Context: an optimization exercise on an open-source flow, tuned for small area, a short achievable clock period and few clock cycles per item. The choices shown serve that exercise and are no tape-out recipe.
In this exercise RTL edits were held to simulation tests only and were not proved equivalent to the original.
No activity file was given, so power comes from the tool's default toggle rates.

[config.mk]
export PLATFORM = sky130hd
export DESIGN_NAME = data_feeder_top
export DESIGN_NICKNAME = data_feeder_top
export VERILOG_FILES = /design/flow/design.v
export SDC_FILE = /design/flow/constraint.sdc
export NUM_CORES = 4
export LEC_CHECK = 0
export ABC_CLOCK_PERIOD_IN_PS = 2500
export CAP_MARGIN = 20
export CORE_AREA = 5 5 235 235
export CTS_BUF_LIST = sky130_fd_sc_hd__clkbuf_8 sky130_fd_sc_hd__clkbuf_16
export CTS_CLUSTER_DIAMETER = 150
export CTS_CLUSTER_SIZE = 40
export DIE_AREA = 0 0 240 240
export SETUP_SLACK_MARGIN = 2.5
export SLEW_MARGIN = 20
[constraint.sdc]
create_clock -name core_clock -period 5.0 [get_ports {clk_i}]
set_input_delay 1.0000 -clock core_clock [delete_from_list [all_inputs] [get_ports {clk_i}]]
set_output_delay 1.0000 -clock core_clock [all_outputs]
set_load 0.01 [all_outputs]
[design.v]
`default_nettype none
package feeder_pkg;
    typedef logic [31:0]  bus_addr_t;
    typedef logic [31:0]  bus_data_t;
    typedef logic [15:0]  word_t;
    typedef logic [511:0] line_t;
    typedef logic [4:0]   word_idx_t;
    typedef logic [14:0]  len_t;
    typedef logic [14:0]  sram_idx_t;
    typedef logic [7:0]   opcode_t;
    localparam opcode_t OP_LOAD_INPUT  = 8'd9;
    localparam opcode_t OP_LOAD_WEIGHT = 8'd10;
    localparam bus_addr_t REG_DRAM_ADDR = 32'h0000_2024;
    localparam bus_addr_t REG_DRAM_LEN  = 32'h0000_2028;
    localparam bus_addr_t REG_XFER      = 32'h0000_2030;
    localparam bus_addr_t REG_SRAM_IDX  = 32'h0000_2034;
    localparam bus_addr_t REG_DATA_TYPE = 32'h0000_2038;
    localparam bus_addr_t REG_BUSY      = 32'h0000_0020;
    localparam int unsigned LINE_BYTES = 64;
    typedef struct packed {
        len_t      len;
        sram_idx_t sram_idx;
        logic      weight;
    } xfer_cfg_t;
    typedef struct packed {
        logic      valid;
        opcode_t   opcode;
        word_t     data;
        sram_idx_t idx;
    } load_cmd_t;
endpackage
`default_nettype wire
`default_nettype none
module feeder_regs #(
    parameter feeder_pkg::bus_addr_t BUS_BASE = 32'hC400_0000
) (
    input  logic                  clk_i,
    input  logic                  rst_i,
    input  logic                  host_strobe_i,
    input  logic                  host_rw_i,
    input  feeder_pkg::bus_addr_t host_addr_i,
    input  feeder_pkg::bus_data_t host_wdata_i,
    output logic                  host_ready_o,
    output feeder_pkg::bus_data_t host_rdata_o,
    input  logic                  busy_i,
    output feeder_pkg::xfer_cfg_t cfg_o,
    output logic                  addr_we_o,
    output logic                  start_o
);
    localparam feeder_pkg::bus_addr_t ADDR_DRAM_ADDR = BUS_BASE + feeder_pkg::REG_DRAM_ADDR;
    localparam feeder_pkg::bus_addr_t ADDR_DRAM_LEN  = BUS_BASE + feeder_pkg::REG_DRAM_LEN;
    localparam feeder_pkg::bus_addr_t ADDR_XFER      = BUS_BASE + feeder_pkg::REG_XFER;
    localparam feeder_pkg::bus_addr_t ADDR_SRAM_IDX  = BUS_BASE + feeder_pkg::REG_SRAM_IDX;
    localparam feeder_pkg::bus_addr_t ADDR_DATA_TYPE = BUS_BASE + feeder_pkg::REG_DATA_TYPE;
    localparam feeder_pkg::bus_addr_t ADDR_BUSY      = BUS_BASE + feeder_pkg::REG_BUSY;
    logic wr_en;
    logic rd_en;
    logic busy_q;
    logic idx_set_q;
    feeder_pkg::sram_idx_t idx_q;
    assign wr_en     = host_strobe_i && host_rw_i;
    assign rd_en     = host_strobe_i && !host_rw_i;
    assign addr_we_o = wr_en && (host_addr_i == ADDR_DRAM_ADDR);
    always_ff @(posedge clk_i) begin
        if (rst_i) begin
            start_o <= 1'b0;
        end else begin
            start_o <= wr_en && (host_addr_i == ADDR_XFER);
        end
    end
    always_ff @(posedge clk_i) begin
        if (rst_i) begin
            cfg_o.weight <= 1'b0;
            idx_set_q    <= 1'b0;
        end else if (wr_en) begin
            if (host_addr_i == ADDR_DATA_TYPE) begin
                cfg_o.weight <= host_wdata_i[0];
            end
            if (host_addr_i == ADDR_SRAM_IDX) begin
                idx_set_q <= 1'b1;
            end
        end
    end
    always_ff @(posedge clk_i) begin
        if (wr_en && (host_addr_i == ADDR_SRAM_IDX)) begin
            idx_q <= feeder_pkg::sram_idx_t'(host_wdata_i);
        end
    end
    assign cfg_o.sram_idx = idx_q & {15{idx_set_q}};
    always_ff @(posedge clk_i) begin
        if (wr_en && (host_addr_i == ADDR_DRAM_LEN)) begin
            cfg_o.len <= feeder_pkg::len_t'(host_wdata_i);
        end
    end
    always_ff @(posedge clk_i) begin
        if (rst_i) begin
            host_ready_o <= 1'b0;
        end else begin
            host_ready_o <= host_strobe_i;
        end
    end
    always_ff @(posedge clk_i) begin
        if (rst_i) begin
            busy_q <= 1'b0;
        end else if (rd_en && (host_addr_i == ADDR_BUSY)) begin
            busy_q <= busy_i || start_o;
        end
    end
    assign host_rdata_o = feeder_pkg::bus_data_t'(busy_q);
endmodule
`default_nettype wire
`default_nettype none
module dram_read_req (
    input  logic                  clk_i,
    input  logic                  rst_i,
    input  logic                  addr_we_i,
    input  feeder_pkg::bus_data_t wdata_i,
    input  logic                  start_i,
    input  feeder_pkg::xfer_cfg_t cfg_i,
    output feeder_pkg::word_idx_t first_word_o,
    input  logic                  fifo_addr_full_i,
    input  logic                  fifo_rw_full_i,
    output logic                  dram_addr_valid_o,
    output feeder_pkg::bus_addr_t dram_addr_o,
    output logic                  busy_o
);
    logic [30:0] addr_q;
    logic        active_q;    
    logic        rewind_q;    
    logic        valid_q;     
    logic        first_q;     
    logic [9:0]  full_q;
    logic [1:0]  part_q;
    logic [5:0]  part_words;
    logic [1:0]  part_lines;
    logic        full_zero;
    logic        last_q;      
    logic        one_line;    
    logic        two_left;    
    logic        step;
    logic        fifo_ready;
    logic [25:0] line_next;
    assign part_words = 6'(cfg_i.len[4:0]) + 6'(addr_q[4:0]);
    assign part_lines = (part_words == 6'd0)  ? 2'd0 :
                        (part_words <= 6'd32) ? 2'd1 : 2'd2;
    assign full_zero  = (full_q == '0);
    assign one_line   = (cfg_i.len[14:5] == 10'd0) ? (part_lines == 2'd1) :
                        ((cfg_i.len[14:5] == 10'd1) && (part_lines == 2'd0));
    assign two_left   = full_zero ? (part_q == 2'd2) :
                        (full_q == 10'd1) ? (part_q == 2'd1) :
                        ((full_q == 10'd2) && (part_q == 2'd0));
    assign step       = valid_q || rewind_q;
    assign fifo_ready = !fifo_addr_full_i && !fifo_rw_full_i;
    always_comb begin
        logic carry;
        carry = 1'b1;
        for (int i = 0; i < 26; i++) begin
            line_next[i] = addr_q[5 + i] ^ carry;
            carry        = carry & (addr_q[5 + i] ^ rewind_q);
        end
    end
    always_ff @(posedge clk_i) begin
        if (rst_i) begin
            active_q <= 1'b0;
            rewind_q <= 1'b0;
            valid_q  <= 1'b0;
        end else if (start_i) begin
            active_q <= 1'b1;
            valid_q  <= fifo_ready;
        end else if (valid_q) begin
            valid_q <= 1'b0;
            if (last_q) begin
                active_q <= 1'b0;
                rewind_q <= 1'b1;
            end
        end else if (rewind_q) begin
            if (last_q) begin
                rewind_q <= 1'b0;
            end
        end else begin
            valid_q <= active_q && fifo_ready;
        end
    end
    always_ff @(posedge clk_i) begin
        if (rst_i) begin
            addr_q <= '0;
        end else if (addr_we_i) begin
            addr_q <= wdata_i[31:1];
        end else if (step) begin
            addr_q[30:5] <= line_next;
        end
    end
    always_ff @(posedge clk_i) begin
        if (start_i || (valid_q && last_q)) begin
            full_q <= cfg_i.len[14:5];
            part_q <= part_lines;
            last_q <= one_line;
        end else if (step) begin
            last_q <= two_left;
            if (full_zero) begin
                part_q <= part_q - 1'b1;
            end else begin
                full_q <= full_q - 1'b1;
            end
        end
    end
    always_ff @(posedge clk_i) begin
        if (start_i) begin
            first_q <= 1'b1;
        end else if (valid_q) begin
            first_q <= 1'b0;
        end
    end
    assign dram_addr_valid_o = valid_q;
    assign dram_addr_o       = {addr_q[30:5], addr_q[4:0] & {5{first_q}}, 1'b0};
    assign first_word_o      = addr_q[4:0];
    assign busy_o            = active_q || rewind_q;
endmodule
`default_nettype wire
`default_nettype none
module gemm_load_feeder (
    input  logic                  clk_i,
    input  logic                  rst_i,
    input  logic                  start_i,
    input  feeder_pkg::xfer_cfg_t cfg_i,
    input  feeder_pkg::word_idx_t first_word_i,
    input  logic                  fifo_data_empty_i,
    input  feeder_pkg::line_t     dram_line_i,
    output logic                  fifo_data_rd_en_o,
    output feeder_pkg::load_cmd_t load_cmd_o,
    output logic                  busy_o
);
    feeder_pkg::sram_idx_t idx_q;
    logic                  active_q;    
    logic [3:0]            ptr_lo_q;    
    logic [7:0]            ptr_hi_q;    
    feeder_pkg::len_t      left_q;      
    logic                  pop_q;       
    logic                  pop_only_q;  
    logic                  valid_q;
    feeder_pkg::word_t     data_q;
    logic                  take;
    logic                  last_word;
    logic                  next_last;
    logic                  at_30;
    logic                  at_31;
    feeder_pkg::word_t     word;
    assign take      = active_q && !fifo_data_empty_i && !pop_only_q;
    assign last_word = (left_q == 15'd1);
    assign at_30     = ptr_hi_q[7] && ptr_lo_q[2];
    assign at_31     = ptr_hi_q[7] && ptr_lo_q[3];
    assign next_last = (left_q == 15'd2) || at_30;
    always_ff @(posedge clk_i) begin
        if (rst_i) begin
            active_q   <= 1'b0;
            pop_q      <= 1'b0;
            pop_only_q <= 1'b0;
            valid_q    <= 1'b0;
        end else begin
            valid_q    <= take;
            pop_only_q <= 1'b0;
            if (start_i) begin
                active_q <= 1'b1;
                pop_q    <= 1'b0;
            end else if (take) begin
                if (last_word) begin
                    active_q <= 1'b0;
                end
                if (pop_q) begin
                    pop_q <= 1'b0;
                end else if (at_31 || last_word) begin
                    pop_q      <= 1'b1;
                    pop_only_q <= 1'b1;
                end else begin
                    pop_q <= next_last;
                end
            end else if (pop_only_q) begin
                pop_q <= 1'b0;
            end
        end
    end
    always_ff @(posedge clk_i) begin
        if (start_i) begin
            ptr_lo_q <= 4'(1) << first_word_i[1:0];
            ptr_hi_q <= 8'(1) << first_word_i[4:2];
            left_q   <= cfg_i.len;
        end else if (take) begin
            ptr_lo_q <= {ptr_lo_q[2:0], ptr_lo_q[3]};
            if (ptr_lo_q[3]) begin
                ptr_hi_q <= {ptr_hi_q[6:0], ptr_hi_q[7]};
            end
            left_q   <= left_q - 1'b1;
        end
    end
    always_ff @(posedge clk_i) begin
        if (start_i) begin
            idx_q <= cfg_i.sram_idx;
        end else if (valid_q) begin
            idx_q <= idx_q + 1'b1;
        end
    end
    always_comb begin
        word = '0;
        for (int k = 0; k < 32; k++) begin
            word = word | (dram_line_i[16*k +: 16] & {16{ptr_lo_q[k % 4] & ptr_hi_q[k / 4]}});
        end
    end
    always_ff @(posedge clk_i) begin
        data_q <= word;
    end
    assign load_cmd_o.valid  = valid_q;
    assign load_cmd_o.opcode = cfg_i.weight ? feeder_pkg::OP_LOAD_WEIGHT
                                            : feeder_pkg::OP_LOAD_INPUT;
    assign load_cmd_o.data   = data_q;
    assign load_cmd_o.idx    = idx_q;
    assign fifo_data_rd_en_o = pop_q;
    assign busy_o            = active_q;
endmodule
`default_nettype wire
`default_nettype none
module data_feeder_top #(
    parameter feeder_pkg::bus_addr_t BUS_BASE = 32'hC400_0000
) (
    input  logic                  clk_i,
    input  logic                  rst_i,
    input  logic                  host_strobe_i,
    input  logic                  host_rw_i,
    input  feeder_pkg::bus_addr_t host_addr_i,
    input  feeder_pkg::bus_data_t host_wdata_i,
    output logic                  host_ready_o,
    output feeder_pkg::bus_data_t host_rdata_o,
    input  logic                  fifo_addr_full_i,
    input  logic                  fifo_rw_full_i,
    input  logic                  fifo_data_empty_i,
    input  feeder_pkg::line_t     dram_line_i,
    output logic                  dram_addr_valid_o,
    output feeder_pkg::bus_addr_t dram_addr_o,
    output logic                  fifo_data_rd_en_o,
    output feeder_pkg::load_cmd_t load_cmd_o
);
    feeder_pkg::xfer_cfg_t xfer_cfg;
    logic                  xfer_start;
    logic                  addr_we;
    feeder_pkg::word_idx_t first_word;
    logic                  req_busy;
    logic                  load_busy;
    feeder_regs #(
        .BUS_BASE (BUS_BASE)
    ) feeder_regs_inst (
        .clk_i         (clk_i),
        .rst_i         (rst_i),
        .host_strobe_i (host_strobe_i),
        .host_rw_i     (host_rw_i),
        .host_addr_i   (host_addr_i),
        .host_wdata_i  (host_wdata_i),
        .host_ready_o  (host_ready_o),
        .host_rdata_o  (host_rdata_o),
        .busy_i        (req_busy || load_busy),
        .cfg_o         (xfer_cfg),
        .addr_we_o     (addr_we),
        .start_o       (xfer_start)
    );
    dram_read_req dram_read_req_inst (
        .clk_i             (clk_i),
        .rst_i             (rst_i),
        .addr_we_i         (addr_we),
        .wdata_i           (host_wdata_i),
        .start_i           (xfer_start),
        .cfg_i             (xfer_cfg),
        .first_word_o      (first_word),
        .fifo_addr_full_i  (fifo_addr_full_i),
        .fifo_rw_full_i    (fifo_rw_full_i),
        .dram_addr_valid_o (dram_addr_valid_o),
        .dram_addr_o       (dram_addr_o),
        .busy_o            (req_busy)
    );
    gemm_load_feeder gemm_load_feeder_inst (
        .clk_i             (clk_i),
        .rst_i             (rst_i),
        .start_i           (xfer_start),
        .cfg_i             (xfer_cfg),
        .first_word_i      (first_word),
        .fifo_data_empty_i (fifo_data_empty_i),
        .dram_line_i       (dram_line_i),
        .fifo_data_rd_en_o (fifo_data_rd_en_o),
        .load_cmd_o        (load_cmd_o),
        .busy_o            (load_busy)
    );
endmodule
`default_nettype wire
[flow/run.sh]
#!/bin/bash
# Standard ORFS layout, with the port buffers made of the smallest buffer
# cell, and the slow wide OR and NOR cells kept out of the mapping and sizing.
set -euo pipefail
lib="$FLOW_HOME/platforms/sky130hd/lib/sky130_fd_sc_hd__tt_025C_1v80.lib"
platform=$(sed -n '/DONT_USE_CELLS += /,/^$/p' "$FLOW_HOME/platforms/sky130hd/config.mk" \
  | tr -d '\\' | sed 's/export DONT_USE_CELLS += //' | tr -s ' \n' ' ')
slow=$(grep -o 'cell ("sky130_fd_sc_hd__\(or4\|or3\|nor4\)[a-z0-9_]*")' "$lib" \
  | sed 's/cell ("//; s/")//' | tr '\n' ' ')
echo "DONT_USE_CELLS=$platform $slow" > dont_use.log
export BUFFER_PORTS_ARGS="-buffer_cell sky130_fd_sc_hd__buf_1"
bash standard.sh "DONT_USE_CELLS=$platform $slow" finish > standard.log 2>&1
[standard.sh]
#!/bin/bash
# synth_recipe.tcl (not shown) runs the flow's synth.tcl, then flattens the netlist and writes it again
# the make line also repeats each setting of config.mk as NAME=value (left out here)
make -C /OpenROAD-flow-scripts/flow DESIGN_CONFIG=/design/flow/config.mk WORK_HOME=/design/flow/orfs CLKGATE_MAP_FILE= SYNTH_SCRIPT=/design/flow/synth_recipe.tcl "${@:-finish}"
==> results.toml, run 1 <==
[worst_setup_path]
path_class = "input port to register"
worstPathRequired_ns = 5.30
worstPathMaxFanout = 1
crit_arrival_ns = 2.88
crit_path_end_kind = "register"
start_kind = "input port"

[routing]
routed_wl_mm = 86.95
post_drt_wl_per_cell_um = 33.55
drt_iter0_drc = 1456
num_vias = 13810
dr.pass1.iters = 6
drc = 0
routed_via_density = 5.329
ant_nets = 0

[cells_and_area]
area_growth_syn_to_layout_pct = 37.21
regArea_mm2 = 0.003767
drive_gt1_share_pct = 6.270
fin_area_mm2 = 0.01454
final_common_cell = "buf_1"
nets = 2436
final_cell_mix = "buf_1, a22oi_1, nor2_1"
multiInputGateArea_mm2 = 0.006212
fill_cells = 5859

[grt]
antenna_found_initial = 95
grt_first_pass_wirelength_mm = 112.2
first_global_vias = 13500
grt_max_degree = 75
overflow = 0
grt_usage_pct = 28.36

[timing]
maxSlewHeadroom_pct = 27.77
setup_viol = 0
fmax_mhz = 387.7
worst_slack_ns = 2.420
finalHoldViolations = 0
finalSetupTns_ns = 0
drv_slew = 0
min_period_over_period_pct = 51.59
period_needed_ns = 2.580
worst_pin_slew_ns = 1.083
grt_setup_unrepaired = "true"
fin_skew_ns = 0.01360

[cts]
cts_tree = "yes"
path_clk_slew_ns = 0.08
cts.sinks = 145
clk_latency_ns = 0.45
cts-buffers-inserted = 17
clk_path_buf_depth = 2
htree_levels = 4
clockRootBuffer = "clkbuf_16"
cts-hold-fix-buffers = 0

[placed_design]
place_ws_ns = 1.311
dpl-instance-area_mm2 = 0.01362
place_congestion = 1.002
dp_hpwl_mm = 71.85
io_buffer_count = 651

[logic_synthesis]
synthAdderAreaFrac_pct = 1.960
synth_top_family_by_area = "compound AO/OA/AOI/OAI gates"
synth-async-reset-ratio_pct = 0
synth_compound_area_share_pct = 30.24
synthMuxAreaShare_pct = 1.133
yosysWarnings = 4
synth_seq_cells = 145
synth-xor-area-share_pct = 5.454
seq_area_frac_synth_pct = 35.41
synth_area_per_cell_um2 = 8.624
yosys.cell_types.count = 75
syn_inst = 1229
synth-edff-count = 85
yosys.area_share.simple_pct = 17.86
syn-cell-area_mm2 = 0.01060
ys.flop_type = "edfxtp_1"

[floorplanning]
die_h_um = 240
die-area_mm2 = 0.05760
start_util_pct = 20.21
die_w_um = 240
core_mm2 = 0.05245
rows = 84
io_pins = 690

[outcome]
status = "timing/DRC/antenna clean"

[power_and_ir_drop]
p_sw_share_pct = 27.45
p_comb_share_pct = 12.5
power_density_mw_per_mm2 = 201.9
ir_worst_vdd_mv = 0.2089
clkPwrFrac_pct = 44.9
leakage_nw = 4.810
switchingPower_mw = 0.8062
seqPwrFrac_pct = 42.6
p_int_mw = 2.130

[hold_path]
worst_hold_path_type = "register to register"

[job]
max_cap_violations = 0
-- cell type report --
cell class	count	share of cell area (%)
sequential	145	25.91
multi-input combinational	943	42.72
tap	688	5.919
clock buffer	18	3.020
timing repair buffer	697	19.61
clock inverter	14	1.024
inverter	33	0.8776
antenna	54	0.9292
-- registers in the layout (all words and copies together), names as in the netlist, 2 cells and up --
register,count
gemm_load_feeder_inst.idx_q,15
gemm_load_feeder_inst.ptr_hi_q,8
gemm_load_feeder_inst.data_q,16
feeder_regs_inst.idx_q,15
feeder_regs_inst.cfg_o,16
dram_read_req_inst.addr_q,31
gemm_load_feeder_inst.left_q,15
gemm_load_feeder_inst.ptr_lo_q,4
dram_read_req_inst.full_q,10
dram_read_req_inst.part_q,2
-- repair_timing --
item                                    4_1_cts  5_1_grt
gates resized for setup                      13       12
pin swaps                                     3        1
gates cloned                                  1        0
endpoints found under the setup margin       27       50
setup buffers                                 5        4
-- worst paths after layout --
check | startpoint | endpoint | slack, ns | depth (start not counted)
setup / recovery | dram_line_i[427] | gemm_load_feeder_inst.data_q[11] | 2.42 | 5
hold / removal | feeder_regs_inst.idx_set_q | feeder_regs_inst.idx_set_q | 0.47 | 2
setup reg to reg | gemm_load_feeder_inst.ptr_hi_q[6] | gemm_load_feeder_inst.data_q[11] | 2.43 | 5
hold reg to reg | feeder_regs_inst.idx_set_q | feeder_regs_inst.idx_set_q | 0.47 | 2
-- stage by stage --
stage / hold slack (ns) / power [mW] / util (%) / cells
floorplan: 0.4324 / 1.403 / - / 1265
detailed placement: 0.4615 / 1.635 / 25.98 / 2496
global route: 0.5090 / 3.042 / 27.62 / 2570
global placement: 0.4430 / 1.633 / 25.95 / 2495
finish: 0.4693 / 2.936 / 27.73 / 2592
CTS: 0.4776 / 2.969 / 27.34 / 2534
-- cells by family after synthesis --
group,count (synthesis)
and+or+nand+nor,379
buffers and inverters,177
muxes,12
other,2
xor gates and xnor gates,66
adders and majority gates,16
AOI/OAI and AO/OA,432
DFF,145
-- worst max-delay path: stages --
cell	delay, ns
buf_1	0.08
a222oi_1	0.94
a31oi_1	0.26
a2111oi_4	0.44
o211ai_1	0.16
-- power groups by stage --
stage	Sequential [mW]	Combinational [mW]	Clock, mW
after floorplan	1.28	0.123	0
after global placement	1.28	0.353	0
after detailed placement	1.28	0.355	0
after CTS	1.25	0.359	1.36
after global routing	1.25	0.389	1.40
final	1.25	0.366	1.32
-- layer usage --
metal / vias to the layer above / track usage (%) / wire, µm
li1: 5981 / - / -
met1: 6667 / 31.81 / 31170
met2: 912 / 43.36 / 38710
met3: 208 / 16.01 / 12370
met4: 46 / 14.13 / 4369
met5: - / 0 / 326
-- cell usage after synthesis, drive strengths merged, types with 13 or more instances --
cell type	count	share of area (%)
o22ai	24	1.4
a222oi	49	4.6
a211oi	23	1.7
nor2	102	3.6
xor2	37	3.1
buf	66	3.9
a22oi	125	8.9
dfxtp	60	11
nand4	17	1.1
ha	15	1.8
edfxtp	85	24
a32oi	19	1.6
and3	13	0.77
o21ai	52	2.5
a21oi	53	2.5
nor3	27	1.3
a22o	18	1.5
nand3	57	2.7
clkbuf	78	2.8
nand2	95	3.4
xnor2	29	2.4
inv	32	1.1
Testbench counts, summed over its fixed seeds: cycles 185,016, words 174,743.
==> inputs of run 2 (changes only) <==
--- a/config.mk
+++ b/config.mk
@@ -14,3 +14,3 @@
 export DIE_AREA = 0 0 240 240
-export SETUP_SLACK_MARGIN = 2.5
+export SETUP_SLACK_MARGIN = 2.8
 export SLEW_MARGIN = 20
==> results.toml, run 2 <==
[outcome]
status = "timing/DRC/antenna clean"

[power_and_ir_drop]
total_power_mw = 2.981
leakage_nw = 5.136
power_density_mw_per_mm2 = 196.8
ir_worst_vdd_mv = 0.1773

[job]
max_cap_violations = 0

[worst_setup_path]
crit_arrival_ns = 2.42
ff2ff_path_depth = 9
worstPathMaxFanout = 5
path_class = "register to register"
start_kind = "register"
rrSetupSlack_ns = 2.79
critPathSlowestCell = "edfxtp_1"
max_stage_delay_ns = 0.40
worstPathRequired_ns = 5.21
path_cells = "ha_2 > inv_2 > fa_2 > nor2b_2 > or2_4 > a211o_1 > a21oi_4 > nand4bb_1 > nand3_2"
regToRegStartpoint = "feeder_regs_inst.cfg_o[16]"
cp-endpoint = "dram_read_req_inst.last_q"
reg2reg_to = "dram_read_req_inst.last_q"
startpoint = "feeder_regs_inst.cfg_o[16]"
crit_path_end_kind = "register"

[logic_synthesis]
synth-async-reset-ratio_pct = 0
synth_area_per_cell_um2 = 8.624
ys.flop_type = "edfxtp_1"
synth_commonest_cells = "a22oi_1, nor2_1, nand2_1"
synth_area_leader_cell = "edfxtp_1"
synth_top_cell_area_share_pct = 24.08
synth.most_common_cell = "a22oi_1"
yosysWarnings = 4
seq_area_frac_synth_pct = 35.41
syn-cell-area_mm2 = 0.01060
yosys.cell_types.count = 75
syn_inst = 1229
synth_seq_cells = 145
synth.area.top_cells = "edfxtp_1, dfxtp_1, a22oi_1"
synth-edff-count = 85

[cells_and_area]
largest_register_ffs = 31
area_growth_syn_to_layout_pct = 42.92
multiInputGateArea_mm2 = 0.006401
regMostFlops = "dram_read_req_inst.addr_q"
regArea_mm2 = 0.003796
final_cell_mix = "buf_1, a22oi_1, nor2_1"
final_common_cell = "buf_1"
largest_registers = "dram_read_req_inst.addr_q (31), feeder_regs_inst.cfg_o (16), gemm_load_feeder_inst.data_q (16)"
drive_gt1_share_pct = 11.55
fill_cells = 5881
nets = 2474

[routing]
routed_wl_mm = 89.34
top_layer = "met5"
drt_iter0_drc = 1545
post_drt_wl_per_cell_um = 34.12
routed_via_density = 5.372
drc = 0
met2_length_mm = 40.86
wl_met1_mm = 30.90
ant_nets = 0
route.met3.wl_mm = 13.04
num_vias = 14060
dr.pass1.iters = 9

[grt]
grt_max_degree = 79
antenna_found_initial = 89
grt_usage_pct = 28.93
overflow = 0
grt_first_pass_wirelength_mm = 114.3
first_global_vias = 13630

[floorplanning]
die_w_um = 240
start_util_pct = 20.21
rows = 84
die_h_um = 240
core_mm2 = 0.05245
die-area_mm2 = 0.05760
io_pins = 690

[cts]
cts.sinks = 145
htree_levels = 4
clockRootBuffer = "clkbuf_16"
clk_path_buf_depth = 2
cts_tree = "yes"
cts-hold-fix-buffers = 0
cts-buffers-inserted = 17
clk_latency_ns = 0.47
path_clk_slew_ns = 0.07

[timing]
grt_setup_unrepaired = "true"
drv_slew = 0
setup_viol = 0
worst_pin_slew_ns = 0.7443
fin_skew_ns = 0.01592
maxSlewHeadroom_pct = 50.38
fmax_mhz = 451.7
min_period_over_period_pct = 44.28
finalSetupTns_ns = 0
period_needed_ns = 2.214
finalHoldViolations = 0

[placed_design]
io_buffer_count = 651
dp_hpwl_mm = 72.44
place_congestion = 1.033

[hold_path]
worst_hold_path_type = "register to register"
## run 2: cell counts after synthesis
No cell type changed its count.
## run 2: cells by family (layout without fill, tap and decap cells)
family                   count (synthesis)  count (layout)  share of synthesized area [%]
AO/OA/AOI/OAI                          432             432                          30.24
AND/OR/NAND/NOR                        379             380                          17.86
buffers and inverters                  177             799                          7.862
flip-flops                             145             145                          35.41
XOR/XNOR                                66              66                          5.454
adder cells (fa/ha/maj)                 16              16                          1.960
multiplexers                            12              12                          1.133
other                                    2              80                        0.07086
## run 2: final cells by class
class | instances | area share (%)
Clock buffer | 17 | 2.808
Multi-Input combinational cell | 944 | 42.26
Antenna cell | 42 | 0.6938
Inverter | 33 | 0.9251
Timing Repair Buffer | 734 | 21.42
Clock inverter | 15 | 1.156
Tap cell | 688 | 5.683
Sequential cell | 145 | 25.06
## run 2: repair_timing
item,CTS,global route
resized for setup,78,41
pin swaps,12,24
cloned,0,5
endpoints found under the hold margin,0,0
endpoints found under the setup margin,87,71
buffers inserted,26,17
## run 2: critical path: cells and delay by family (launching register included)
family | cells | cell delay, ns
AO/OA/AOI/OAI | 2 | 0.51
adder cells (fa/ha/maj) | 2 | 0.43
buffers and inverters | 1 | 0.06
flip-flops | 1 | 0.40
AND/OR/NAND/NOR | 4 | 0.56
## run 2: how the worst min path moves through the flow
stage / from / slack (ns) / cells after the start / end
floorplan: feeder_regs_inst.idx_set_q / 0.43 / 2 / feeder_regs_inst.idx_set_q
global placement: feeder_regs_inst.idx_set_q / 0.44 / 2 / feeder_regs_inst.idx_set_q
detailed placement: feeder_regs_inst.idx_set_q / 0.46 / 2 / feeder_regs_inst.idx_set_q
CTS: feeder_regs_inst.idx_set_q / 0.47 / 2 / feeder_regs_inst.idx_set_q
global route: feeder_regs_inst.idx_set_q / 0.50 / 2 / feeder_regs_inst.idx_set_q
finish: feeder_regs_inst.idx_set_q / 0.47 / 2 / feeder_regs_inst.idx_set_q
## run 2: metrics by stage
step	hold slack [ns]	instances	util, %	instance area, µm²	worst slack, ns
after floorplan	0.4324	1265	-	10770	2.625
after global placement	0.4427	2491	25.92	13600	1.011
after detailed placement	0.4551	2496	26.02	13650	1.921
after CTS	0.4708	2554	27.95	14660	2.658
after global routing	0.5019	2599	28.79	15100	2.663
final	0.4660	2618	28.88	15150	2.786
## run 2: metal layers
layer | GRT usage [%] | vias to the layer above
met1 | 31.32 | 6779
met4 | 12.28 | 60
met5 | 0 | -
li1 | - | 6062
met3 | 17.84 | 235
met2 | 45.54 | 928
## run 2: power breakdown
part / switching, mW / internal, mW
combinational: 0.210 / 0.163
clock: 0.609 / 0.750
sequential: 0.000149 / 1.25
total: 0.819 / 2.16
==> inputs of run 3 (changes only) <==
--- a/flow/run.sh
+++ b/flow/run.sh
@@ -2,3 +2,4 @@
 # Standard ORFS layout, with the port buffers made of the smallest buffer
-# cell, and the slow wide OR and NOR cells kept out of the mapping and sizing.
+# cell, and the slow wide OR and NOR cells and the
+# unsizable AOI222 and the weak AOI222 kept out of the mapping and sizing.
 set -euo pipefail
@@ -7,3 +8,3 @@
   | tr -d '\\' | sed 's/export DONT_USE_CELLS += //' | tr -s ' \n' ' ')
-slow=$(grep -o 'cell ("sky130_fd_sc_hd__\(or4\|or3\|nor4\)[a-z0-9_]*")' "$lib" \
+slow=$(grep -o 'cell ("sky130_fd_sc_hd__\(or4\|or3\|nor4\|a222oi\)[a-z0-9_]*")' "$lib" \
   | sed 's/cell ("//; s/")//' | tr '\n' ' ')
--- a/config.mk
+++ b/config.mk
@@ -14,3 +14,3 @@
 export DIE_AREA = 0 0 240 240
-export SETUP_SLACK_MARGIN = 2.8
+export SETUP_SLACK_MARGIN = 2.5
 export SLEW_MARGIN = 20
==> results.toml, run 3 <==
[outcome]
status = "timing/DRC/antenna clean"

[cells_and_area]
drive_gt1_share_pct = 5.497
final_cell_mix = "buf_1, a22oi_1, nand2_1"
final_common_cell = "buf_1"
regMostFlops = "dram_read_req_inst.addr_q"
largest_registers = "dram_read_req_inst.addr_q (31), feeder_regs_inst.cfg_o (16), gemm_load_feeder_inst.data_q (16)"
largest_register_ffs = 31
nets = 2478
area_growth_syn_to_layout_pct = 35.50
final_util_pct = 27.86

[power_and_ir_drop]
seqPwrFrac_pct = 40.7
power_density_mw_per_mm2 = 210.9
leakage_nw = 4.982
p_int_mw = 2.264
p_comb_share_pct = 12.7
ir_worst_vdd_mv = 0.1772
clkPwrFrac_pct = 46.6
p_sw_share_pct = 26.51
switchingPower_mw = 0.8167

[logic_synthesis]
synth_seq_cells = 145
synth-async-reset-ratio_pct = 0
synth_commonest_cells = "a22oi_1, nand2_1, nor2_1"
ys.flop_type = "edfxtp_1"
syn-cell-area_mm2 = 0.01078
synth.most_common_cell = "a22oi_1"
syn_inst = 1282
yosysWarnings = 4
synth_area_per_cell_um2 = 8.410
yosys.cell_types.count = 70
synth_top_cell_area_share_pct = 23.67
seq_area_frac_synth_pct = 34.81
synth.area.top_cells = "edfxtp_1, a22oi_1, dfxtp_1"
synth_area_leader_cell = "edfxtp_1"
synth-edff-count = 85

[floorplanning]
die-area_mm2 = 0.05760
die_w_um = 240
rows = 84
io_pins = 690
core_mm2 = 0.05245
start_util_pct = 20.56
die_h_um = 240

[grt]
grt_max_degree = 74
first_global_vias = 13790
grt_first_pass_wirelength_mm = 109.5
grt_usage_pct = 27.46
antenna_found_initial = 72
overflow = 0

[cts]
clk_path_buf_depth = 2
clockRootBuffer = "clkbuf_16"
path_clk_slew_ns = 0.07
cts_tree = "yes"
cts-buffers-inserted = 17
cts-hold-fix-buffers = 0
htree_levels = 4
cts.sinks = 145
clk_latency_ns = 0.47

[worst_setup_path]
worstPathRequired_ns = 5.31
crit_arrival_ns = 2.76
crit_path_end_kind = "register"
worstPathMaxFanout = 50
path_class = "register to register"
start_kind = "register"

[timing]
hold_ws_ns = 0.4723
period_needed_ns = 2.452
worst_pin_slew_ns = 0.8166
finalSetupTns_ns = 0
fin_skew_ns = 0.01429
finalHoldViolations = 0
setup_viol = 0
maxSlewHeadroom_pct = 45.50
fmax_mhz = 407.8
drv_slew = 0
worst_slack_ns = 2.548
grt_setup_unrepaired = "true"
min_period_over_period_pct = 49.04

[routing]
ant_nets = 0
num_vias = 13810
routed_via_density = 5.249
post_drt_wl_per_cell_um = 31.77
drt_iter0_drc = 1093
dr.pass1.iters = 5
drc = 0
routed_wl_mm = 83.56

[job]
max_cap_violations = 0

[placed_design]
io_buffer_count = 651
place_ws_ns = 1.618
dp_hpwl_mm = 69.15
place_congestion = 1.010

[hold_path]
worst_hold_path_type = "register to register"
==> run 3: changes by cell type after synthesis, moves of 8 or more <==
cell      previous run  this run
a222oi_1            49         0
nand2_1             94       128
nor2_1             102        91
a21oi_1             53        75
a22oi_1            125       169
o22ai_1             24        16
==> run 3: metal layers <==
layer / wire length (µm) / global-route usage [%] / up-vias / part of all wire (%)
li1: - / - / 6063 / -
met1: 29680 / 29.65 / 6675 / 36
met4: 5211 / 16.35 / 26 / 6.2
met2: 37430 / 42.31 / 851 / 45
met3: 11070 / 15.15 / 191 / 13
met5: 171 / 0 / - / 0.20
==> run 3: worst max-delay path, stage by stage (launching register included) <==
cell and delay (ns):
edfxtp_1 0.35, buf_4 0.34, and2_1 0.44, a32oi_2 0.37, nand4_1 0.13, a311oi_1 0.41
nand3_1 0.20
==> run 3: final cells by class <==
type,instances,area (µm²)
Tap cell,688,860.8
Fill cell,5801,37840
Sequential cell,145,3761
Multi-Input combinational cell,1001,6407
Inverter,30,116.4
Clock buffer,17,425.4
Timing Repair Buffer,684,2704
Antenna cell,50,125.1
Clock inverter,15,209.0
==> run 3: logic make-up (layout without fill, tap and decap cells) <==
family | after synthesis | after routing | share of synthesized area (%)
flops | 145 | 145 | 34.81
other cells | 2 | 88 | 0.06966
buf+inv | 173 | 746 | 7.578
simple gates | 416 | 417 | 19.02
fa+ha+maj | 16 | 16 | 1.926
xor+xnor | 66 | 66 | 5.361
mux | 13 | 13 | 1.219
compound gates | 451 | 451 | 30.01
==> run 3: path summary, 6_finish.rpt <==
path | slack (ns) | cells after the start | to | startpoint
hold / removal | 0.47 | 2 | feeder_regs_inst.idx_set_q | feeder_regs_inst.idx_set_q
setup reg to reg | 2.55 | 6 | gemm_load_feeder_inst.data_q[9] | gemm_load_feeder_inst.ptr_hi_q[1]
setup / recovery | 2.55 | 6 | gemm_load_feeder_inst.data_q[9] | gemm_load_feeder_inst.ptr_hi_q[1]
hold reg to reg | 0.47 | 2 | feeder_regs_inst.idx_set_q | feeder_regs_inst.idx_set_q
==> run 3: stage by stage <==
stage	power [mW]	cells	cell area, µm²
2_1_floorplan	1.416	1318	10920
3_3_place_gp	1.658	2541	13720
3_5_place_dp	1.659	2541	13720
4_1_cts	3.112	2579	14420
5_1_grt	3.185	2614	14570
6_report	3.081	2630	14610
==> run 3: what timing repair did <==
action                                 CTS  global route
pin swaps                                0             2
setup endpoints to repair               28            34
endpoints found under the hold margin    0             0
buffers inserted                         5             1
resized for setup                        8            12
gates cloned                             1             0
==> run 3: power groups by stage <==
stage          Sequential, mW  Clock [mW]  Combinational, mW
2_1_floorplan            1.28           0              0.136
3_3_place_gp             1.28           0              0.378
3_5_place_dp             1.28           0              0.379
4_1_cts                  1.25        1.48              0.382
5_1_grt                  1.25        1.52              0.415
6_report                 1.25        1.44              0.392
==> inputs of run 4 (changes only) <==
--- a/flow/run.sh
+++ b/flow/run.sh
@@ -2,4 +2,3 @@
 # Standard ORFS layout, with the port buffers made of the smallest buffer
-# cell, and the slow wide OR and NOR cells and the
-# unsizable AOI222 and the weak AOI222 kept out of the mapping and sizing.
+# cell, and the unsizable AOI222 kept out of the mapping and sizing.
 set -euo pipefail
@@ -8,3 +7,3 @@
   | tr -d '\\' | sed 's/export DONT_USE_CELLS += //' | tr -s ' \n' ' ')
-slow=$(grep -o 'cell ("sky130_fd_sc_hd__\(or4\|or3\|nor4\|a222oi\)[a-z0-9_]*")' "$lib" \
+slow=$(grep -o 'cell ("sky130_fd_sc_hd__\(a222oi\)[a-z0-9_]*")' "$lib" \
   | sed 's/cell ("//; s/")//' | tr '\n' ' ')
==> results.toml, run 4 <==
[power_and_ir_drop]
clkPwrFrac_pct = 44.4
p_sw_share_pct = 28.60
power_density_mw_per_mm2 = 204.1
p_comb_share_pct = 13.3
p_int_mw = 2.118
switchingPower_mw = 0.8488
ir_worst_vdd_mv = 0.1601
leakage_nw = 4.938
seqPwrFrac_pct = 42.2
total_power_mw = 2.967

[floorplanning]
die-area_mm2 = 0.05760
core_mm2 = 0.05245
die_h_um = 240
rows = 84
io_pins = 690
die_w_um = 240
start_util_pct = 19.99

[logic_synthesis]
synth_seq_cells = 145
synth_area_leader_cell = "edfxtp_1"
synth.area.top_cells = "edfxtp_1, a22oi_1, dfxtp_1"
ys.flop_type = "edfxtp_1"
syn_inst = 1249
synth-edff-count = 85
synth_commonest_cells = "a22oi_1, nand2_1, edfxtp_1"
synth_area_per_cell_um2 = 8.395
synth_top_cell_area_share_pct = 24.34
synth.most_common_cell = "a22oi_1"
syn-cell-area_mm2 = 0.01049
seq_area_frac_synth_pct = 35.80
yosys.cell_types.count = 65
yosysWarnings = 4
synth-async-reset-ratio_pct = 0

[grt]
antenna_found_initial = 62
grt_first_pass_wirelength_mm = 108.8
overflow = 0
first_global_vias = 13360
grt_usage_pct = 27.34
grt_max_degree = 63

[cells_and_area]
area_growth_syn_to_layout_pct = 38.64
multiInputGateArea_mm2 = 0.006241
final_cell_mix = "buf_1, a22oi_1, nand2_1"
regMostFlops = "dram_read_req_inst.addr_q"
final_common_cell = "buf_1"
largest_register_ffs = 31
final_util_pct = 27.72
largest_registers = "dram_read_req_inst.addr_q (31), feeder_regs_inst.cfg_o (16), gemm_load_feeder_inst.data_q (16)"
drive_gt1_share_pct = 6.546
fill_cells = 5843
fin_area_mm2 = 0.01454
regArea_mm2 = 0.003770
nets = 2465
stdcell_count = 2597

[timing]
worst_pin_slew_ns = 1.109
hold_ws_ns = 0.4650
grt_setup_unrepaired = "true"
fin_skew_ns = 0.01364
drv_slew = 0
fmax_mhz = 403.8
maxSlewHeadroom_pct = 26.07
finalSetupTns_ns = 0
setup_viol = 0
finalHoldViolations = 0
period_needed_ns = 2.476
min_period_over_period_pct = 49.53
worst_slack_ns = 2.524

[placed_design]
dpl-instance-area_mm2 = 0.01349
dp_hpwl_mm = 68.14
place_ws_ns = 1.023
place_congestion = 1.007
io_buffer_count = 651
dp.cells = 2513

[cts]
htree_levels = 4
path_clk_slew_ns = 0.07
clockRootBuffer = "clkbuf_16"
cts-buffers-inserted = 17
cts_tree = "yes"
cts.sinks = 145
clk_latency_ns = 0.47
clk_path_buf_depth = 2

[worst_setup_path]
crit_arrival_ns = 2.84
regToRegStartpoint = "dram_read_req_inst.rewind_q"
rrSetupSlack_ns = 2.52
crit_path_end_kind = "register"
reg2reg_to = "dram_read_req_inst.addr_q[30]"
path_class = "register to register"
start_kind = "register"
worstPathMaxFanout = 5
ff2ff_path_depth = 7
worstPathRequired_ns = 5.37

[outcome]
status = "timing/DRC/antenna clean"

[routing]
drc = 0
dr.pass1.iters = 5
num_vias = 13580
routed_via_density = 5.230
routed_wl_mm = 83.87
ant_nets = 0
drt_iter0_drc = 1280
post_drt_wl_per_cell_um = 32.30

[job]
max_cap_violations = 0

[hold_path]
hp-start = "feeder_regs_inst.idx_set_q"
worst_hold_path_type = "register to register"
hold_path_depth = 2
min_to = "feeder_regs_inst.idx_set_q"
==> run 4: changes by cell type in the layout (fill, tap and decap cells not counted), moves of 9 or more <==
cell	delta
diode_2	-20
nor4_1	+15
buf_4	+13
nand3_1	-13
o21ai_0	+13
nor2_1	-12
or4_1	+9
==> run 4: worst max path at each step <==
stage,to,startpoint,slack [ns]
6_report,dram_read_req_inst.addr_q[30],dram_read_req_inst.rewind_q,2.52
5_1_grt,dram_read_req_inst.addr_q[30],dram_read_req_inst.rewind_q,2.46
4_1_cts,dram_read_req_inst.addr_q[30],dram_read_req_inst.rewind_q,2.46
3_5_place_dp,dram_read_req_inst.addr_q[21],host_addr_i[10],1.02
3_3_place_gp,dram_read_req_inst.addr_q[0],host_addr_i[0],1.12
2_1_floorplan,feeder_regs_inst.cfg_o[16],host_addr_i[21],2.38
==> run 4: layout make-up <==
| cell class | instances | share of cell area (%) |
|---|---|---|
| multi-input combinational | 974 | 42.93 |
| sequential | 145 | 25.93 |
| timing repair buffer | 700 | 19.89 |
| tap | 688 | 5.922 |
| clock buffer | 17 | 2.927 |
| clock inverter | 15 | 1.050 |
| inverter | 28 | 0.8263 |
| antenna | 30 | 0.5164 |
==> run 4: kinds of logic (layout without fill, tap and decap cells) <==
family	Yosys count	after routing	synth area share, %
compound gates	444	444	29.14
flops	145	145	35.80
xor+xnor	65	65	5.430
buf+inv	167	760	7.446
mux	14	14	1.348
simple gates	396	397	18.78
fa+ha+maj	16	16	1.981
other cells	2	68	0.07163
==> run 4: power by group through the flow <==
stage	logic, mW	clock network, mW	registers, mW
after floorplan	0.133	0	1.28
after detailed placement	0.378	0	1.28
after global routing	0.418	1.40	1.25
after CTS	0.382	1.36	1.25
after global placement	0.382	0	1.28
final	0.396	1.32	1.25
==> run 4: metal layers <==
layer | global-route usage (%) | vias up | share of wire (%)
met1 | 33.74 | 6583 | 39
met2 | 41.37 | 845 | 45
met5 | 0 | - | 0.16
met4 | 12.50 | 20 | 3.7
li1 | - | 5986 | -
met3 | 11.77 | 149 | 12
==> run 4: repair_timing <==
item,CTS,global route
pin swaps,8,6
hold endpoints to repair,0,0
resized for setup,30,17
hold buffers,0,0
setup buffers,18,2
gates cloned,2,0
endpoints found under the setup margin,86,55
==> run 4: critical path, stage by stage, from the launching register on <==
cell      delay [ns]
dfxtp_2         0.35
buf_12          0.11
or4b_4          0.46
o32a_1          0.40
nor3_4          0.23
nand4_2         0.17
or3_1           0.40
a311oi_2        0.26
==> inputs of run 5 (changes only) <==
--- a/flow/run.sh
+++ b/flow/run.sh
@@ -2,3 +2,4 @@
 # Standard ORFS layout, with the port buffers made of the smallest buffer
-# cell, and the unsizable AOI222 kept out of the mapping and sizing.
+# cell, and the slow wide OR and NOR cells and the unsizable AOI222 kept
+# out of the mapping and sizing.
 set -euo pipefail
@@ -7,3 +8,3 @@
   | tr -d '\\' | sed 's/export DONT_USE_CELLS += //' | tr -s ' \n' ' ')
-slow=$(grep -o 'cell ("sky130_fd_sc_hd__\(a222oi\)[a-z0-9_]*")' "$lib" \
+slow=$(grep -o 'cell ("sky130_fd_sc_hd__\(or4\|or3\|nor4\|a222oi\)[a-z0-9_]*")' "$lib" \
   | sed 's/cell ("//; s/")//' | tr '\n' ' ')
--- a/config.mk
+++ b/config.mk
@@ -14,3 +14,3 @@
 export DIE_AREA = 0 0 240 240
-export SETUP_SLACK_MARGIN = 2.5
+export SETUP_SLACK_MARGIN = 3.0
 export SLEW_MARGIN = 20
==> results.toml, run 5 <==
[worst_setup_path]
crit_arrival_ns = 2.41
critPathSlowestCell = "edfxtp_1"
crit_path_end_kind = "register"
max_stage_delay_ns = 0.44
path_class = "register to register"
worstPathMaxFanout = 5
regToRegStartpoint = "feeder_regs_inst.cfg_o[16]"
start_kind = "register"
path_cells = "ha_2 > inv_2 > fa_2 > nor2b_2 > or2_4 > a211o_1 > a21oi_4 > nand4bb_1 > nand3_1"
worstPathRequired_ns = 5.22
startpoint = "feeder_regs_inst.cfg_o[16]"

[logic_synthesis]
seq_area_frac_synth_pct = 34.81
synth-async-reset-ratio_pct = 0
syn-cell-area_mm2 = 0.01078
ys.flop_type = "edfxtp_1"
synth_seq_cells = 145
synth-edff-count = 85
synth.area.top_cells = "edfxtp_1, a22oi_1, dfxtp_1"
syn_inst = 1282
yosysWarnings = 4
synth_area_per_cell_um2 = 8.410
synth.most_common_cell = "a22oi_1"
synth_commonest_cells = "a22oi_1, nand2_1, nor2_1"
yosys.cell_types.count = 70
synth_top_cell_area_share_pct = 23.67
synth_area_leader_cell = "edfxtp_1"

[timing]
drv_slew = 0
grt_setup_unrepaired = "true"
period_needed_ns = 2.189
fin_skew_ns = 0.01820
worst_pin_slew_ns = 0.7166
fmax_mhz = 456.8
finalHoldViolations = 0
finalSetupTns_ns = 0
min_period_over_period_pct = 43.78
setup_viol = 0
maxSlewHeadroom_pct = 51.86

[routing]
drc = 0
routed_wl_mm = 90.27
dr.pass1.iters = 5
post_drt_wl_per_cell_um = 32.77
drt_iter0_drc = 1362
routed_via_density = 5.359
num_vias = 14770
ant_nets = 0

[cts]
path_clk_slew_ns = 0.08
clk_path_buf_depth = 2
clk_latency_ns = 0.48
cts.sinks = 145
cts_tree = "yes"
cts-buffers-inserted = 17
htree_levels = 4
cts-hold-fix-buffers = 0
clockRootBuffer = "clkbuf_16"

[power_and_ir_drop]
total_power_mw = 2.914
ir_worst_vdd_mv = 0.2653
leakage_nw = 6.089
power_density_mw_per_mm2 = 172.6

[grt]
grt_max_degree = 78
grt_usage_pct = 28.99
antenna_found_initial = 73
first_global_vias = 14420
overflow = 0
grt_first_pass_wirelength_mm = 115.7

[cells_and_area]
regMostFlops = "dram_read_req_inst.addr_q"
final_util_pct = 32.19
stdcell_count = 2755
final_cell_mix = "buf_1, a22oi_1, buf_4"
nets = 2605
fin_area_mm2 = 0.01688
largest_register_ffs = 31
area_growth_syn_to_layout_pct = 56.57
final_common_cell = "buf_1"
drive_gt1_share_pct = 21.94
largest_registers = "dram_read_req_inst.addr_q (31), feeder_regs_inst.cfg_o (16), gemm_load_feeder_inst.data_q (16)"

[hold_path]
hp-start = "feeder_regs_inst.idx_set_q"
worst_hold_path_type = "register to register"

[floorplanning]
rows = 84
io_pins = 690
die-area_mm2 = 0.05760
core_mm2 = 0.05245
start_util_pct = 20.56
die_w_um = 240
die_h_um = 240

[outcome]
status = "timing/DRC/antenna clean"

[placed_design]
place_congestion = 1.009
dp.cells = 2544
dp_hpwl_mm = 70.90
io_buffer_count = 651
dpl-instance-area_mm2 = 0.01381

[job]
max_cap_violations = 0
[run 5: changes by cell type after synthesis, moves of 9 or more]
cell     change
nor4_1      -19
o21ai_0     -13
or4_1       -10
nand3_1     +12
a21oi_1      +9
nor2_1      +12
[run 5: through the flow]
step / hold slack (ns) / setup WS, ns
detailed placement: 0.4659 / 2.095
CTS: 0.4813 / 2.806
finish: 0.4799 / 2.811
floorplan: 0.4324 / 2.625
global placement: 0.4420 / 2.113
global route: 0.5306 / 2.705
[run 5: worst paths after layout]
kind | end | slack [ns] | cells past startpoint
worst max-delay path | dram_read_req_inst.last_q | 2.81 | 9
worst max register to register | dram_read_req_inst.last_q | 2.81 | 9
worst min-delay path | feeder_regs_inst.idx_set_q | 0.48 | 2
worst min register to register | feeder_regs_inst.idx_set_q | 0.48 | 2
[run 5: critical path: cells and delay by family (launching register included)]
kind                       cells  cell delay, ns
AOI/OAI and AO/OA              2            0.50
buffers and inverters          1            0.06
adders and majority gates      2            0.43
DFF                            1            0.44
and+or+nand+nor                4            0.51
[run 5: report_power, final]
group          switching [mW]  internal, mW  total, mW
Sequential           0.000134          1.23       1.23
Combinational           0.249         0.173      0.422
Clock                   0.610         0.647       1.26
Total                   0.860          2.05       2.91
[run 5: repair_timing]
item / CTS / global route
pin swaps: 20 / 26
buffers inserted: 88 / 29
resized for setup: 243 / 138
setup endpoints to repair: 157 / 112
gates cloned: 7 / 7
[run 5: area by class of cell]
class                      instances  area, µm²
antenna                           48      120.1
clock buffer                      17      425.4
clock inverter                    15      122.6
fill                            5642      35560
inverter                          30      131.4
multi-input combinational       1004       6982
sequential                       145       3892
tap                              688      860.8
timing repair buffer             808       4347
[run 5: cell families (layout without fill, tap and decap cells)]
family / Yosys count / in the layout / synth area share (%)
simple gates: 416 / 420 / 19.02
xor+xnor: 66 / 66 / 5.361
buf+inv: 173 / 870 / 7.578
mux: 13 / 13 / 1.219
flops: 145 / 145 / 34.81
compound gates: 451 / 451 / 30.01
fa+ha+maj: 16 / 16 / 1.926
other cells: 2 / 86 / 0.06966
[run 5: metal layers]
layer | share of wire, % | vias to the layer above | track usage [%]
met2 | 46 | 977 | 44.60
met5 | 0.22 | - | 0
met4 | 6.2 | 30 | 17.47
met1 | 35 | 7183 | 32.43
met3 | 13 | 239 | 14.13
li1 | - | 6336 | -
==> inputs of run 6 (changes only) <==
--- a/config.mk
+++ b/config.mk
@@ -14,3 +14,3 @@
 export DIE_AREA = 0 0 240 240
-export SETUP_SLACK_MARGIN = 3.0
+export SETUP_SLACK_MARGIN = 2.7
 export SLEW_MARGIN = 20
==> results.toml, run 6 <==
[outcome]
status = "timing/DRC/antenna clean"

[hold_path]
worst_hold_path_type = "register to register"

[cts]
cts-buffers-inserted = 17
cts.sinks = 145
clk_path_buf_depth = 2
clk_latency_ns = 0.47
clockRootBuffer = "clkbuf_16"
htree_levels = 4
cts_tree = "yes"
path_clk_slew_ns = 0.07

[worst_setup_path]
crit_buf_inv = 1
path_depth = 1
ff2ff_path_depth = 5
cp-endpoint = "load_cmd_o[15]"
worstPathMaxFanout = 1
start_kind = "register"
path_class = "register to primary output"
worstPathRequired_ns = 4.00
crit_path_end_kind = "primary output"
reg2reg_to = "gemm_load_feeder_inst.data_q[9]"
startpoint = "gemm_load_feeder_inst.data_q[0]"
crit_arrival_ns = 1.24
regToRegStartpoint = "gemm_load_feeder_inst.ptr_lo_q[0]"
path_cells = "buf_1"
critPathSlowestCell = "buf_1"
rrSetupSlack_ns = 2.76
path_delay_family = "buffers and inverters"
max_stage_delay_ns = 0.46

[routing]
drc = 0
post_drt_wl_per_cell_um = 31.81
num_vias = 13910
routed_via_density = 5.259
dr.pass1.iters = 6
routed_wl_mm = 84.09
drt_iter0_drc = 1230
ant_nets = 0

[logic_synthesis]
syn_inst = 1282
synth.area.top_cells = "edfxtp_1, a22oi_1, dfxtp_1"
ys.flop_type = "edfxtp_1"
syn-cell-area_mm2 = 0.01078
synth.most_common_cell = "a22oi_1"
synth_area_leader_cell = "edfxtp_1"
synth_seq_cells = 145
seq_area_frac_synth_pct = 34.81
synth-edff-count = 85
synth_top_cell_area_share_pct = 23.67
synth_commonest_cells = "a22oi_1, nand2_1, nor2_1"
yosysWarnings = 4
yosys.cell_types.count = 70
synth_area_per_cell_um2 = 8.410
synth-async-reset-ratio_pct = 0

[placed_design]
place_congestion = 1.037
dp_hpwl_mm = 68.59
io_buffer_count = 651
dp.cells = 2538
dpl-instance-area_mm2 = 0.01374
place_ws_ns = 2.009

[cells_and_area]
final_cell_mix = "buf_1, a22oi_1, nand2_1"
final_util_pct = 28.35
largest_register_ffs = 31
nets = 2497
final_common_cell = "buf_1"
largest_registers = "dram_read_req_inst.addr_q (31), feeder_regs_inst.cfg_o (16), gemm_load_feeder_inst.data_q (16)"
multiInputGateArea_mm2 = 0.006486
area_growth_syn_to_layout_pct = 37.90
fill_cells = 5862
stdcell_count = 2644
regArea_mm2 = 0.003774
regMostFlops = "dram_read_req_inst.addr_q"
drive_gt1_share_pct = 7.326
fin_area_mm2 = 0.01487

[timing]
maxSlewHeadroom_pct = 50.40
min_period_over_period_pct = 44.88
period_needed_ns = 2.244
worst_pin_slew_ns = 0.7440
finalSetupTns_ns = 0
drv_slew = 0
setup_viol = 0
fmax_mhz = 445.6
worst_slack_ns = 2.756
fin_skew_ns = 0.01613
grt_setup_unrepaired = "true"
hold_ws_ns = 0.4789
finalHoldViolations = 0

[job]
max_cap_violations = 0

[floorplanning]
core_mm2 = 0.05245
die-area_mm2 = 0.05760
io_pins = 690
start_util_pct = 20.56
rows = 84
die_w_um = 240
die_h_um = 240

[grt]
grt_first_pass_wirelength_mm = 109.1
overflow = 0
grt_max_degree = 78
first_global_vias = 13600
antenna_found_initial = 66
grt_usage_pct = 27.35

[power_and_ir_drop]
leakage_nw = 5.077
ir_worst_vdd_mv = 0.2828
total_power_mw = 2.969
seqPwrFrac_pct = 42.1
switchingPower_mw = 0.8716
p_sw_share_pct = 29.36
p_comb_share_pct = 13.0
power_density_mw_per_mm2 = 199.7
clkPwrFrac_pct = 44.9
p_int_mw = 2.097
run 6: cell counts after synthesis:
Identical to the previous run, type by type.
run 6: worst register-to-register path: stages (launching register included):
cell and delay (ns):
edfxtp_1 0.56, buf_4 0.27, a22oi_1 0.51, a21oi_1 0.21, a311oi_1 0.44, nand3_1 0.13
run 6: cell families after synthesis:
| logic type | Yosys count | share of synthesized area [%] |
|---|---|---|
| AO/OA/AOI/OAI | 451 | 30.01 |
| other | 2 | 0.06966 |
| flip-flops | 145 | 34.81 |
| adder cells (fa/ha/maj) | 16 | 1.926 |
| buffers and inverters | 173 | 7.578 |
| XOR/XNOR | 66 | 5.361 |
| AND/OR/NAND/NOR | 416 | 19.02 |
| multiplexers | 13 | 1.219 |
run 6: timing repair:
item | in CTS | in global routing
hold buffers | 0 | 0
hold endpoints to repair | 0 | 0
setup buffers | 21 | 7
endpoints found under the setup margin | 62 | 32
pin swaps | 4 | 5
resized for setup | 28 | 22
gates cloned | 0 | 1
run 6: area by class of cell:
class / instances / share of cell area, %
clock inverters: 15 / 1.161
well taps: 688 / 5.790
diodes: 45 / 0.7574
multi-input cells: 1001 / 43.63
repair buffers: 703 / 19.62
flip-flops and latches: 145 / 25.38
clock buffers: 17 / 2.861
inverters: 30 / 0.8079
run 6: worst min-delay path by stage:
| stage | from | endpoint | slack, ns | cells after the start |
|---|---|---|---|---|
| 5_1_grt | gemm_load_feeder_inst.pop_q | gemm_load_feeder_inst.pop_q | 0.53 | 2 |
| 6_report | feeder_regs_inst.idx_set_q | feeder_regs_inst.idx_set_q | 0.48 | 2 |
| 2_1_floorplan | feeder_regs_inst.idx_set_q | feeder_regs_inst.idx_set_q | 0.43 | 2 |
| 4_1_cts | feeder_regs_inst.idx_set_q | feeder_regs_inst.idx_set_q | 0.48 | 2 |
| 3_3_place_gp | feeder_regs_inst.idx_set_q | feeder_regs_inst.idx_set_q | 0.44 | 2 |
| 3_5_place_dp | feeder_regs_inst.idx_set_q | feeder_regs_inst.idx_set_q | 0.46 | 2 |
run 6: power by group through the flow:
stage	combinational, mW	clock [mW]	sequential (mW)
after detailed placement	0.375	0	1.28
after global routing	0.412	1.41	1.25
after floorplan	0.136	0	1.28
after CTS	0.379	1.37	1.25
final	0.387	1.33	1.25
after global placement	0.373	0	1.28
run 6: per-layer routing:
| layer | up-vias | track usage (%) | wire length [µm] |
|---|---|---|---|
| met5 | - | 0 | 112 |
| met4 | 16 | 13.81 | 3483 |
| met3 | 171 | 12.19 | 10300 |
| met2 | 814 | 43.20 | 39150 |
| met1 | 6795 | 31.46 | 31050 |
| li1 | 6109 | - | - |
==> inputs of run 7 (changes only) <==
--- a/config.mk
+++ b/config.mk
@@ -14,3 +14,3 @@
 export DIE_AREA = 0 0 240 240
-export SETUP_SLACK_MARGIN = 2.7
+export SETUP_SLACK_MARGIN = 2.9
 export SLEW_MARGIN = 20
==> results.toml, run 7 <==
[cells_and_area]
largest_register_ffs = 31
fin_area_mm2 = 0.01580
largest_registers = "dram_read_req_inst.addr_q (31), feeder_regs_inst.cfg_o (16), gemm_load_feeder_inst.data_q (16)"
regMostFlops = "dram_read_req_inst.addr_q"
final_common_cell = "buf_1"
stdcell_count = 2693
area_growth_syn_to_layout_pct = 46.51
final_cell_mix = "buf_1, a22oi_1, nand2_1"
drive_gt1_share_pct = 14.27
nets = 2548

[cts]
path_clk_slew_ns = 0.07
clk_latency_ns = 0.47
clockRootBuffer = "clkbuf_16"
cts-hold-fix-buffers = 0
clk_path_buf_depth = 2
cts.sinks = 145
cts_tree = "yes"
cts-buffers-inserted = 17
htree_levels = 4

[placed_design]
place_congestion = 0.9866
dp_hpwl_mm = 70.31
dp.cells = 2543
dpl-instance-area_mm2 = 0.01380
io_buffer_count = 651

[worst_setup_path]
path_class = "register to register"
worstPathMaxFanout = 49
path_cells = "buf_8 > a22o_1 > a221oi_2 > nand3_2 > a2111oi_4 > nand2_1"
rrSetupSlack_ns = 2.75
start_kind = "register"
reg2reg_to = "gemm_load_feeder_inst.data_q[11]"
regToRegStartpoint = "gemm_load_feeder_inst.ptr_hi_q[1]"
crit_path_end_kind = "register"
ff2ff_path_depth = 6
startpoint = "gemm_load_feeder_inst.ptr_hi_q[1]"
max_stage_delay_ns = 0.57
crit_arrival_ns = 2.58
cp-endpoint = "gemm_load_feeder_inst.data_q[11]"
worstPathRequired_ns = 5.33
critPathSlowestCell = "a2111oi_4"

[power_and_ir_drop]
ir_worst_vdd_mv = 0.2268
leakage_nw = 5.563
total_power_mw = 3.062
power_density_mw_per_mm2 = 193.9

[logic_synthesis]
synth-edff-count = 85
yosys.cell_types.count = 70
synth-xor-area-share_pct = 5.361
yosysWarnings = 4
seq_area_frac_synth_pct = 34.81
synth_area_per_cell_um2 = 8.410
synth_compound_area_share_pct = 30.01
synthMuxAreaShare_pct = 1.219
synth-async-reset-ratio_pct = 0
ys.flop_type = "edfxtp_1"
yosys.area_share.simple_pct = 19.02
synthAdderAreaFrac_pct = 1.926
synth.most_common_cell = "a22oi_1"
synth_commonest_cells = "a22oi_1, nand2_1, nor2_1"
synth_area_leader_cell = "edfxtp_1"
syn-cell-area_mm2 = 0.01078
synth_seq_cells = 145
synth.area.top_cells = "edfxtp_1, a22oi_1, dfxtp_1"
synth_top_cell_area_share_pct = 23.67
synth_top_family_by_area = "compound AO/OA/AOI/OAI gates"
syn_inst = 1282

[grt]
grt_first_pass_wirelength_mm = 112.1
first_global_vias = 14040
overflow = 0
antenna_found_initial = 70
grt_usage_pct = 28.14
grt_max_degree = 78

[timing]
min_period_over_period_pct = 44.96
drv_slew = 0
period_needed_ns = 2.248
hold_ws_ns = 0.4681
worst_pin_slew_ns = 0.6742
finalSetupTns_ns = 0
maxSlewHeadroom_pct = 54.91
finalHoldViolations = 0
fin_skew_ns = 0.01458
fmax_mhz = 444.9
setup_viol = 0
grt_setup_unrepaired = "true"

[floorplanning]
die_w_um = 240
die_h_um = 240
core_mm2 = 0.05245
io_pins = 690
die-area_mm2 = 0.05760
rows = 84
start_util_pct = 20.56

[routing]
ant_nets = 0
routed_wl_mm = 88.38
drt_iter0_drc = 1346
num_vias = 14380
routed_via_density = 5.338
dr.pass1.iters = 5
drc = 0
post_drt_wl_per_cell_um = 32.82

[hold_path]
worst_hold_path_type = "register to register"

[outcome]
status = "timing/DRC/antenna clean"

[job]
max_cap_violations = 0
==> run 7: cell types whose count changed in the layout (fill, tap and decap cells not counted), moves of 7 or more <==
| cell | change |
|---|---|
| buf_4 | +36 |
| buf_1 | -32 |
| dfxtp_1 | -23 |
| buf_2 | +21 |
| dfxtp_2 | +18 |
| buf_6 | +9 |
| and2_1 | -7 |
==> run 7: power breakdown <==
group	total (mW)	switching (mW)	internal, mW
clock network	1.40	0.642	0.762
logic	0.411	0.239	0.171
registers	1.25	0.0000792	1.25
==> run 7: final cells by class <==
type / instances / area [µm²]
fillers: 5789 / 36650
multi-input cells: 1002 / 6656
flip-flops and latches: 145 / 3815
repair buffers: 753 / 3606
well taps: 688 / 860.8
clock buffers: 17 / 425.4
clock inverters: 15 / 193.9
inverters: 30 / 131.4
diodes: 43 / 107.6
==> run 7: how the worst min path moves through the flow <==
stage / startpoint / endpoint / slack, ns / cells past startpoint
3_3_place_gp: feeder_regs_inst.idx_set_q / feeder_regs_inst.idx_set_q / 0.44 / 2
2_1_floorplan: feeder_regs_inst.idx_set_q / feeder_regs_inst.idx_set_q / 0.43 / 2
5_1_grt: feeder_regs_inst.idx_set_q / feeder_regs_inst.idx_set_q / 0.50 / 2
6_report: feeder_regs_inst.idx_set_q / feeder_regs_inst.idx_set_q / 0.47 / 2
3_5_place_dp: feeder_regs_inst.idx_set_q / feeder_regs_inst.idx_set_q / 0.45 / 2
4_1_cts: feeder_regs_inst.idx_set_q / feeder_regs_inst.idx_set_q / 0.47 / 2
==> run 7: metrics by stage <==
step	setup WS [ns]	util, %
floorplan	2.625	-
CTS	2.778	28.92
global route	2.711	30.04
detailed placement	2.047	26.32
finish	2.752	30.12
global placement	1.264	26.31
==> run 7: per-layer routing <==
metal	vias to the layer above	part of all wire [%]	track usage (%)	wire length, µm
met5	-	0.20	0	173
met4	28	5.8	15.54	5142
met3	234	12	13.26	10970
met2	921	46	44.41	40570
met1	6979	36	31.40	31520
li1	6213	-	-	-
==> run 7: kinds of logic after synthesis <==
group                    Yosys count
AND/OR/NAND/NOR                  416
other                              2
XOR/XNOR                          66
adder cells (fa/ha/maj)           16
buffers and inverters            173
multiplexers                      13
AO/OA/AOI/OAI                    451
flip-flops                       145
==> run 7: critical path, delay by kind of cell (launching register included) <==
family,cells,cell delay (ns)
buf+inv,1,0.26
simple gates,2,0.30
compound gates,3,1.11
flops,1,0.42
==> run 7: timing repair <==
item,CTS,global route
gates resized for setup,133,53
endpoints found under the setup margin,137,69
buffers inserted,36,31
pin swaps,18,17
cloned,4,4

port drivers added, routing unchanged:
In the flow no input, the clock included, has a driving cell. The finished layouts below were timed again as built, in two steps. Step 1: set_driving_cell puts a clkbuf_16 on clk_i and a buf_2 on each other input, an assumption about the parent block. Step 2 adds t to the input delays and takes it off the output delays; t is the mean of the earliest and latest rising clock arrival at the registers after step 1. Input paths then give back, and output paths get back, about the clock's delay inside the block. a / b / c = ideal / step 1 / step 2; a / b = the first two.
run | t, ns | setup WS [ns] | latest minus earliest clock arrival (ns) | pins driven straight from the clock port
run 1 | 0.490 | 2.420 / 2.426 / 1.960 | 0.013 / 0.014 | 1
run 2 | 0.522 | 2.786 / 2.786 / 2.358 | 0.016 / 0.017 | 1
run 3 | 0.511 | 2.548 / 2.548 / 2.202 | 0.015 / 0.016 | 1
run 4 | 0.517 | 2.524 / 2.524 / 2.061 | 0.016 / 0.016 | 1
run 5 | 0.525 | 2.811 / 2.811 / 2.407 | 0.019 / 0.018 | 1
run 6 | 0.514 | 2.756 / 2.701 / 2.285 | 0.021 / 0.021 | 1
run 7 | 0.518 | 2.752 / 2.752 / 2.370 | 0.017 / 0.017 | 1
After both steps every run listed still meets setup and hold. The setup slack of run 6, which loses most, moves by -0.055 ns with the drivers and by -0.471 ns with both steps.
